What follows belongs to an exercise in optimizing a design on an open flow for small area; a production flow would make more cautious choices.
Function was checked by simulation only, so behaviour that the tests miss may differ from the original.
Power is estimated from default activity; no workload was simulated.

==> run M: inputs <==
==> flow/design.v <==
package fmap_pkg;
	localparam int MAP_DIM    = 8;      
	localparam int PIX_AW     = 6;      
	localparam int NUM_CH     = 32;
	localparam int LOAD_BYTES = 2048;   
	localparam int PIX_W      = 8;
	localparam int SUM_W   = 13;   
	localparam int ACC_W   = 17;   
	localparam int ORG_MAX = MAP_DIM - 2;
	typedef enum logic [3:0] {
		OP_LOAD_MAP    = 4'd0,
		OP_SHIFT_RIGHT = 4'd1,
		OP_SHIFT_LEFT  = 4'd2,
		OP_SHIFT_UP    = 4'd3,
		OP_SHIFT_DOWN  = 4'd4,
		OP_SCALE_DOWN  = 4'd5,
		OP_SCALE_UP    = 4'd6,
		OP_CONV_SHOW   = 4'd7
	} op_mode_e;
	typedef enum logic [2:0] {
		WIN_NONE,
		WIN_RIGHT,
		WIN_LEFT,
		WIN_UP,
		WIN_DOWN,
		WIN_HALF,
		WIN_DOUBLE,
		WIN_DEPTH_MAX
	} win_cmd_e;
	typedef enum logic [1:0] {DEPTH_8, DEPTH_16, DEPTH_32} depth_e;
endpackage
`timescale 1ns/1ps
module fmap_core (
	input  logic        i_clk,
	input  logic        i_rst_n,
	input  logic        i_op_valid,
	input  logic [3:0]  i_op_mode,
	output logic        o_op_ready,
	input  logic        i_in_valid,
	input  logic [7:0]  i_in_data,
	output logic        o_in_ready,
	output logic        o_out_valid,
	output logic [12:0] o_out_data
);
	localparam int WW = 34;   
	localparam logic [2:0] S_IDLE = 3'd0, S_FETCH = 3'd1, S_EXEC = 3'd2,
	                       S_LOAD = 3'd3, S_CONV = 3'd4;
	logic [2:0]  state;
	logic [4:0]  t;           
	logic        op_take;
	logic        load_last;
	logic [10:0] prod_cnt;    
	logic        accept;
	assign o_op_ready  = (state == S_EXEC);
	assign o_in_ready  = (state == S_LOAD);
	assign op_take     = o_op_ready && i_op_valid;
	assign accept      = o_in_ready && i_in_valid;
	assign load_last   = accept && (prod_cnt == 11'd2047);
	assign o_out_valid = (state == S_CONV) && (t >= 5'd17);
	always_ff @(posedge i_clk or negedge i_rst_n) begin
		if (!i_rst_n) begin
			state <= S_IDLE;
			t     <= 5'd0;
		end else begin
			t <= t + 5'd1;
			case (state)
				S_IDLE:  state <= S_FETCH;
				S_FETCH: state <= S_EXEC;
				S_EXEC: begin
					t <= 5'd0;
					if (i_op_valid) begin
						if (i_op_mode == 4'd0)      state <= S_LOAD;
						else if (i_op_mode == 4'd7) state <= S_CONV;
						else                        state <= S_FETCH;
					end
				end
				S_LOAD:  if (load_last) state <= S_FETCH;
				S_CONV:  if (t == 5'd20) state <= S_FETCH;
				default: state <= S_IDLE;
			endcase
		end
	end
	logic [2:0] row, col;
	logic [1:0] depth;   
	always_ff @(posedge i_clk or negedge i_rst_n) begin
		if (!i_rst_n) begin
			row   <= 3'd0;
			col   <= 3'd0;
			depth <= 2'd2;
		end else if (op_take) begin
			case (i_op_mode)
				4'd0: depth <= 2'd2;
				4'd1: if (col != 3'd6) col <= col + 3'd1;
				4'd2: if (col != 3'd0) col <= col - 3'd1;
				4'd3: if (row != 3'd0) row <= row - 3'd1;
				4'd4: if (row != 3'd6) row <= row + 3'd1;
				4'd5: if (depth != 2'd0) depth <= depth - 2'd1;
				4'd6: if (depth != 2'd2) depth <= depth + 2'd1;
				default: ;
			endcase
		end
	end
	logic [3:0]  ph;
	logic [10:0] cons_cnt;    
	logic [7:0]  x_byte;      
	logic        x_vld;
	logic [3:0]  x_wait;      
	logic [7:0]  dl [15];     
	logic        pend;
	logic        cons;
	logic [7:0]  cons_byte;
	assign x_wait    = prod_cnt[3:0] - 4'd1 - ph;
	assign pend      = (cons_cnt != prod_cnt);
	assign cons      = pend && (ph == cons_cnt[3:0]);
	assign cons_byte = (x_vld && x_wait == 4'd0) ? x_byte : dl[0];
	always_ff @(posedge i_clk or negedge i_rst_n) begin
		if (!i_rst_n) begin
			ph       <= 4'd0;
			prod_cnt <= 11'd0;
			cons_cnt <= 11'd0;
		end else begin
			ph <= ph + 4'd1;
			if (accept) prod_cnt <= prod_cnt + 11'd1;
			if (cons)   cons_cnt <= cons_cnt + 11'd1;
		end
	end
	always_ff @(posedge i_clk) begin
		x_byte <= i_in_data;
		x_vld  <= accept;
		for (int j = 0; j < 14; j++)
			dl[j] <= (x_vld && x_wait == 4'(j + 1)) ? x_byte : dl[j + 1];
		dl[14] <= x_byte;
	end
	logic [4:0]    cons_ch;
	logic [1:0]    cons_q;
	logic          f_a, f_b, f_c, fresh;
	logic [WW-1:0] head [4];
	logic [WW-1:0] tail [4];
	logic [WW-1:0] cons_word;
	logic [11:0]   cons_old;
	logic [11:0]   cons_sum;
	assign cons_ch = cons_cnt[10:6];
	assign cons_q  = cons_cnt[5:4];
	assign f_a     = (cons_ch[4:3] == 2'd0);
	assign f_b     = (cons_ch[4:3] == 2'd1);
	assign f_c     = cons_ch[4];
	assign fresh   = (cons_ch[2:0] == 3'd0) && !(cons_ch[4] && cons_ch[3]);
	assign cons_word = head[cons_q];
	assign cons_old  = fresh ? 12'd0 :
	                   f_a   ? {1'b0, cons_word[10:0]} :
	                   f_b   ? {1'b0, cons_word[21:11]} :
	                           cons_word[33:22];
	assign cons_sum  = cons_old + {4'd0, cons_byte};
	for (genvar q = 0; q < 4; q++) begin : g_ring
		logic [16*WW-1:0] ring;   
		logic             hit;
		assign head[q] = ring[WW-1:0];
		assign hit     = cons && (cons_q == 2'(q));
		assign tail[q][10:0]  = (hit && f_a) ? cons_sum[10:0] : ring[10:0];
		assign tail[q][21:11] = (hit && f_b) ? cons_sum[10:0] : ring[21:11];
		assign tail[q][33:22] = (hit && f_c) ? cons_sum       : ring[33:22];
		always_ff @(posedge i_clk)
			ring <= {tail[q], ring[16*WW-1:WW]};
	end
	logic        case0;       
	logic [3:0]  y1, y2;
	logic [12:0] s_a, s_b;
	function automatic [12:0] chan_sum(input logic [WW-1:0] w, input logic [1:0] d);
		chan_sum = {2'd0, w[10:0]}
		         + ((d != 2'd0) ? {2'd0, w[21:11]} : 13'd0)
		         + ((d == 2'd2) ? {1'b0, w[33:22]} : 13'd0);
	endfunction
	assign case0 = (row[0] != ph[3]);
	assign y1    = case0 ? {1'b0, row} - 4'd1 : {1'b0, row};
	assign y2    = y1 + 4'd2;
	logic [12:0] s_a_nx, s_b_nx;
	assign s_a_nx = y1[3] ? 13'd0 : chan_sum(tail[y1[2:1]], depth);
	assign s_b_nx = y2[3] ? 13'd0 : chan_sum(tail[y2[2:1]], depth);
	always_ff @(posedge i_clk) begin
		s_a <= s_a_nx;
		s_b <= s_b_nx;
	end
	logic [3:0]  ph_d;
	logic        case0_d;
	logic [3:0]  dx;          
	logic        act;
	logic [14:0] p_ab, v_t, v_b;
	logic [16:0] acc [4];     
	logic [1:0]  w_l, w_r;    
	assign ph_d    = ph - 4'd1;
	assign case0_d = (row[0] != ph_d[3]);
	assign dx      = {1'b0, ph_d[2:0]} - {1'b0, col} + 4'd1;
	assign act     = (state == S_CONV) && (t != 5'd0) && (t <= 5'd16) && !dx[3] && (dx[2] == 1'b0);
	assign p_ab = {2'd0, s_a} + {2'd0, s_b};
	assign v_t  = case0_d ? p_ab : {1'b0, s_a, 1'b0};
	assign v_b  = case0_d ? {1'b0, s_b, 1'b0} : p_ab;
	always_comb begin
		w_l = 2'd0;
		w_r = 2'd0;
		if (act) begin
			case (dx[1:0])
				2'd0: begin w_l = 2'd1; w_r = 2'd0; end
				2'd1: begin w_l = 2'd2; w_r = 2'd1; end
				2'd2: begin w_l = 2'd1; w_r = 2'd2; end
				default: begin w_l = 2'd0; w_r = 2'd1; end
			endcase
		end
	end
	function automatic [16:0] wterm(input logic [14:0] v, input logic [1:0] w);
		case (w)
			2'd1:    wterm = {2'd0, v};
			2'd2:    wterm = {1'b0, v, 1'b0};
			default: wterm = 17'd0;
		endcase
	endfunction
	always_ff @(posedge i_clk) begin
		if (state == S_CONV && t == 5'd0) begin
			for (int k = 0; k < 4; k++) acc[k] <= 17'd8;
		end else begin
			acc[0] <= acc[0] + wterm(v_t, w_l);
			acc[1] <= acc[1] + wterm(v_t, w_r);
			acc[2] <= acc[2] + wterm(v_b, w_l);
			acc[3] <= acc[3] + wterm(v_b, w_r);
		end
	end
	logic [1:0] out_idx;
	assign out_idx    = t[1:0] - 2'd1;
	assign o_out_data = acc[out_idx][16:4];
endmodule
==> flow/run.sh <==
#!/bin/bash
# synth_recipe.tcl (not shown) runs the flow's synth.tcl, then flattens the netlist and writes it again
# the make line also repeats each setting of config.mk as NAME=value (left out here)
make -C /OpenROAD-flow-scripts/flow DESIGN_CONFIG=/design/flow/config.mk WORK_HOME=/design/flow/orfs CLKGATE_MAP_FILE= SYNTH_SCRIPT=/design/flow/synth_recipe.tcl finish
==> flow/config.mk <==
export PLATFORM = sky130hd
export DESIGN_NAME = fmap_core
export DESIGN_NICKNAME = fmap_core
export VERILOG_FILES = /design/flow/design.v
export SDC_FILE = /design/flow/constraint.sdc
export NUM_CORES = 4
export LEC_CHECK = 0
export CAP_MARGIN = 20
export CORE_MARGIN = 2
export CORE_UTILIZATION = 40
export SLEW_MARGIN = 20
==> flow/constraint.sdc <==
create_clock -name core_clock -period 8.0 [get_ports {i_clk}]
set_input_delay 1.6000 -clock core_clock [delete_from_list [all_inputs] [get_ports {i_clk}]]
set_output_delay 1.6000 -clock core_clock [all_outputs]
set_load 0.01 [all_outputs]
==> inputs of run H, as changes to run M <==
==> flow/design.v, changed modules only <==
module fmap_core (
	input  logic        i_clk,
	input  logic        i_rst_n,
	input  logic        i_op_valid,
	input  logic [3:0]  i_op_mode,
	output logic        o_op_ready,
	input  logic        i_in_valid,
	input  logic [7:0]  i_in_data,
	output logic        o_in_ready,
	output logic        o_out_valid,
	output logic [12:0] o_out_data
);
	localparam int WW = 34;   
	function automatic [16:0] radd(input logic [16:0] a, input logic [16:0] b);
		logic c;
		c = 1'b0;
		for (int i = 0; i < 17; i++) begin
			radd[i] = a[i] ^ b[i] ^ c;
			c       = (a[i] & b[i]) | (a[i] & c) | (b[i] & c);
		end
	endfunction
	function automatic [10:0] rinc(input logic [10:0] a, input logic ci);
		logic c;
		c = ci;
		for (int i = 0; i < 11; i++) begin
			rinc[i] = a[i] ^ c;
			c       = a[i] & c;
		end
	endfunction
	function automatic [16:0] radd3(input logic [16:0] a, input logic [16:0] b, input logic [16:0] c);
		logic [16:0] s, k;
		for (int i = 0; i < 17; i++) begin
			s[i] = a[i] ^ b[i] ^ c[i];
			k[i] = (a[i] & b[i]) | (a[i] & c[i]) | (b[i] & c[i]);
		end
		radd3 = radd(s, {k[15:0], 1'b0});
	endfunction
	localparam logic [2:0] S_IDLE = 3'd0, S_FETCH = 3'd1, S_EXEC = 3'd2,
	                       S_LOAD = 3'd3, S_CONV = 3'd4;
	logic [2:0]  state;
	logic [4:0]  t;           
	logic        op_take;
	logic        load_last;
	logic [10:0] prod_cnt;    
	logic        accept;
	assign o_op_ready  = (state == S_EXEC);
	assign o_in_ready  = (state == S_LOAD);
	assign op_take     = o_op_ready && i_op_valid;
	assign accept      = o_in_ready && i_in_valid;
	assign load_last   = accept && (prod_cnt == 11'd2047);
	assign o_out_valid = (state == S_CONV) && (t >= 5'd17);
	always_ff @(posedge i_clk or negedge i_rst_n) begin
		if (!i_rst_n) begin
			state <= S_IDLE;
			t     <= 5'd0;
		end else begin
			t <= 5'(rinc({6'd0, t}, 1'b1));
			case (state)
				S_IDLE:  state <= S_FETCH;
				S_FETCH: state <= S_EXEC;
				S_EXEC: begin
					t <= 5'd0;
					if (i_op_valid) begin
						if (i_op_mode == 4'd0)      state <= S_LOAD;
						else if (i_op_mode == 4'd7) state <= S_CONV;
						else                        state <= S_FETCH;
					end
				end
				S_LOAD:  if (load_last) state <= S_FETCH;
				S_CONV:  if (t == 5'd20) state <= S_FETCH;
				default: state <= S_IDLE;
			endcase
		end
	end
	logic [2:0] row, col;
	logic [1:0] depth;   
	always_ff @(posedge i_clk or negedge i_rst_n) begin
		if (!i_rst_n) begin
			row   <= 3'd0;
			col   <= 3'd0;
			depth <= 2'd2;
		end else if (op_take) begin
			case (i_op_mode)
				4'd0: depth <= 2'd2;
				4'd1: if (col != 3'd6) col <= col + 3'd1;
				4'd2: if (col != 3'd0) col <= col - 3'd1;
				4'd3: if (row != 3'd0) row <= row - 3'd1;
				4'd4: if (row != 3'd6) row <= row + 3'd1;
				4'd5: if (depth != 2'd0) depth <= depth - 2'd1;
				4'd6: if (depth != 2'd2) depth <= depth + 2'd1;
				default: ;
			endcase
		end
	end
	logic [3:0]  ph;
	logic [10:0] cons_cnt;    
	logic [3:0]  in_wait;     
	logic        in_now;      
	logic [7:0]  dl [15];     
	logic        cons;
	logic [7:0]  cons_byte;
	assign in_wait   = prod_cnt[3:0] - ph;
	assign in_now    = accept && (in_wait == 4'd0);
	assign cons      = in_now || ((cons_cnt != prod_cnt) && (ph == cons_cnt[3:0]));
	assign cons_byte = in_now ? i_in_data : dl[0];
	always_ff @(posedge i_clk or negedge i_rst_n) begin
		if (!i_rst_n) begin
			ph       <= 4'd0;
			prod_cnt <= 11'd0;
			cons_cnt <= 11'd0;
		end else begin
			ph       <= 4'(rinc({7'd0, ph}, 1'b1));
			prod_cnt <= rinc(prod_cnt, accept);
			cons_cnt <= rinc(cons_cnt, cons);
		end
	end
	always_ff @(posedge i_clk) begin
		for (int j = 0; j < 14; j++)
			dl[j] <= (accept && in_wait == 4'(j + 1)) ? i_in_data : dl[j + 1];
		dl[14] <= i_in_data;
	end
	logic [4:0]    cons_ch;
	logic [1:0]    cons_q;
	logic          f_a, f_b, f_c, fresh;
	logic [WW-1:0] head [4];
	logic [WW-1:0] tail [4];
	logic [WW-1:0] last [4];   
	logic [WW-1:0] cons_word;
	logic [11:0]   cons_old;
	logic [11:0]   cons_sum;
	assign cons_ch = cons_cnt[10:6];
	assign cons_q  = cons_cnt[5:4];
	assign f_a     = (cons_ch[4:3] == 2'd0);
	assign f_b     = (cons_ch[4:3] == 2'd1);
	assign f_c     = cons_ch[4];
	assign fresh   = (cons_ch[2:0] == 3'd0) && !(cons_ch[4] && cons_ch[3]);
	assign cons_word = head[cons_q];
	assign cons_old  = fresh ? 12'd0 :
	                   f_a   ? {1'b0, cons_word[10:0]} :
	                   f_b   ? {1'b0, cons_word[21:11]} :
	                           cons_word[33:22];
	assign cons_sum  = 12'(radd({5'd0, cons_old}, {9'd0, cons_byte}));
	for (genvar q = 0; q < 4; q++) begin : g_ring
		logic [16*WW-1:0] ring;   
		logic             hit;
		assign head[q] = ring[WW-1:0];
		assign last[q] = ring[16*WW-1:15*WW];
		assign hit     = cons && (cons_q == 2'(q));
		assign tail[q][10:0]  = (hit && f_a) ? cons_sum[10:0] : ring[10:0];
		assign tail[q][21:11] = (hit && f_b) ? cons_sum[10:0] : ring[21:11];
		assign tail[q][33:22] = (hit && f_c) ? cons_sum       : ring[33:22];
		always_ff @(posedge i_clk)
			ring <= {tail[q], ring[16*WW-1:WW]};
	end
	logic        case0;       
	logic [3:0]  y1;          
	logic [12:0] s_e, s_o;
	function automatic [12:0] chan_sum(input logic [WW-1:0] w, input logic [1:0] d);
		chan_sum = 13'(radd3({6'd0, w[10:0]},
		                     (d != 2'd0) ? {6'd0, w[21:11]} : 17'd0,
		                     (d == 2'd2) ? {5'd0, w[33:22]} : 17'd0));
	endfunction
	logic [3:0]  ph1;
	assign ph1   = ph - 4'd1;
	assign case0 = (row[0] != ph1[3]);
	assign y1    = case0 ? {1'b0, row} - 4'd1 : {1'b0, row};
	logic        e_r2, e_zero, o_r3, o_zero;
	logic [12:0] s_e_nx, s_o_nx;
	assign e_r2   = !y1[3] && (y1[2] ^ y1[1]);   
	assign e_zero = (y1 == 4'd6);
	assign o_r3   = !y1[3] && y1[2];              
	assign o_zero = y1[3];                        
	assign s_e_nx = e_zero ? 13'd0 : chan_sum(e_r2 ? last[2] : last[0], depth);
	assign s_o_nx = o_zero ? 13'd0 : chan_sum(o_r3 ? last[3] : last[1], depth);
	always_ff @(posedge i_clk) begin
		s_e <= s_e_nx;
		s_o <= s_o_nx;
	end
	logic        case0_d;
	logic        m_e;         
	logic [1:0]  w_l, w_r;    
	logic [12:0] s_m;
	logic [3:0]  dx;          
	logic        act;
	logic [1:0]  w_l_nx, w_r_nx;
	logic [14:0] p_eo, v_t, v_b;
	logic [16:0] acc [4];     
	assign dx  = {1'b0, ph1[2:0]} - {1'b0, col} + 4'd1;
	assign act = (state == S_CONV) && !t[4] && !dx[3] && !dx[2];
	always_comb begin
		w_l_nx = 2'd0;
		w_r_nx = 2'd0;
		if (act) begin
			case (dx[1:0])
				2'd0: begin w_l_nx = 2'd1; w_r_nx = 2'd0; end
				2'd1: begin w_l_nx = 2'd2; w_r_nx = 2'd1; end
				2'd2: begin w_l_nx = 2'd1; w_r_nx = 2'd2; end
				default: begin w_l_nx = 2'd0; w_r_nx = 2'd1; end
			endcase
		end
	end
	always_ff @(posedge i_clk) begin
		case0_d <= case0;
		m_e     <= case0 ^ !y1[1];
		w_l     <= w_l_nx;
		w_r     <= w_r_nx;
	end
	assign s_m  = m_e ? s_e : s_o;
	assign p_eo = 15'(radd({4'd0, s_e}, {4'd0, s_o}));
	assign v_t  = case0_d ? p_eo : {1'b0, s_m, 1'b0};
	assign v_b  = case0_d ? {1'b0, s_m, 1'b0} : p_eo;
	function automatic [16:0] wterm(input logic [14:0] v, input logic [1:0] w);
		case (w)
			2'd1:    wterm = {2'd0, v};
			2'd2:    wterm = {1'b0, v, 1'b0};
			default: wterm = 17'd0;
		endcase
	endfunction
	always_ff @(posedge i_clk) begin
		if (state == S_CONV && t == 5'd0) begin
			for (int k = 0; k < 4; k++) acc[k] <= 17'd8;
		end else begin
			acc[0] <= radd(acc[0], wterm(v_t, w_l));
			acc[1] <= radd(acc[1], wterm(v_t, w_r));
			acc[2] <= radd(acc[2], wterm(v_b, w_l));
			acc[3] <= radd(acc[3], wterm(v_b, w_r));
		end
	end
	logic [1:0] out_idx;
	assign out_idx    = t[1:0] - 2'd1;
	assign o_out_data = acc[out_idx][16:4];
endmodule
--- a/flow/config.mk
+++ b/flow/config.mk
@@ -7,5 +7,8 @@
 export LEC_CHECK = 0
 export CAP_MARGIN = 20
 export CORE_MARGIN = 2
-export CORE_UTILIZATION = 40
+export CORE_UTILIZATION = 60
+export CTS_BUF_LIST = sky130_fd_sc_hd__clkbuf_8
+export CTS_CLUSTER_DIAMETER = 50
+export CTS_CLUSTER_SIZE = 16
 export SLEW_MARGIN = 20
==> notes.md <==
Status: run H timing/DRC/antenna clean; run M timing/DRC/antenna clean
RR Endpoint: run H s_e[11]; run M s_b[11]
Seq power: run H 12.9 mW; run M 13.1 mW
Power of the clock network: run H 6.19 mW; run M 10.6 mW
RSZ-0062 raised after global routing: run H true; run M false
Met2 track demand over resource in global routing: run H 0.327; run M 0.218
Clock Root Buffer: run H sky130_fd_sc_hd__clkbuf_8; run M sky130_fd_sc_hd__clkbuf_16
Post-CTS sizing: run H 10; run M 0
Area used by multi-input combinational logic: run H 11,600 um2; run M 13,800 um2
Netlist Area Pre-Place: run H 61,400 um2; run M 64,100 um2
Final worst-path setup slack: run H 0.230 ns; run M 0.640 ns
Min Tclk post-route: run H 7.77 ns; run M 7.36 ns
Mean routed wirelength per cell: run H 19.6 um; run M 17.0 um
Met1 Track Usage GR: run H 0.298; run M 0.202
Relative contribution of combinational cells to total power: run H 0.103; run M 0.124
Dpl ws: run H -0.0993 ns; run M 0.659 ns
Flip-flop and latch count after synthesis: run H 2,438; run M 2,441
Power Total: run H 21.3 mW; run M 27.1 mW

-- afterwards: timing with drivers on the ports --
The results above use ideal ports. As a check the final layouts listed here were re-extracted and re-timed, cells and wires unchanged. Step 1 (the two cells are an assumption about what drives the block):
set clk [get_ports {i_clk}]
set_driving_cell -lib_cell sky130_fd_sc_hd__clkbuf_16 $clk
set_driving_cell -lib_cell sky130_fd_sc_hd__buf_2 [delete_from_list [all_inputs] $clk]
Step 2, shift: input delay + t, output delay - t, t = (earliest + latest rising clock arrival at the registers) / 2. This alone moves slack from input paths to output paths. Three values: ideal, step 1, step 2; two values: the first two.
run | t, ns | setup WS [ns] | hold WS [ns] | worst register clock-pin slew, ns | worst data-port slew with drivers (ns)
run M | 0.885 | 0.640 / 0.640 / 0.640 | 0.273 / 0.273 / 0.273 | 0.07 / 0.07 | 0.05
run H | 0.927 | 0.230 / 0.230 / -0.017 | 0.311 / 0.311 / 0.311 | 0.10 / 0.10 | 0.08
With both steps, setup timing fails in run H, where it was met with ideal ports. The setup slack of run H, which loses most, moves by 0.000 ns with the drivers and by -0.247 ns with both steps.
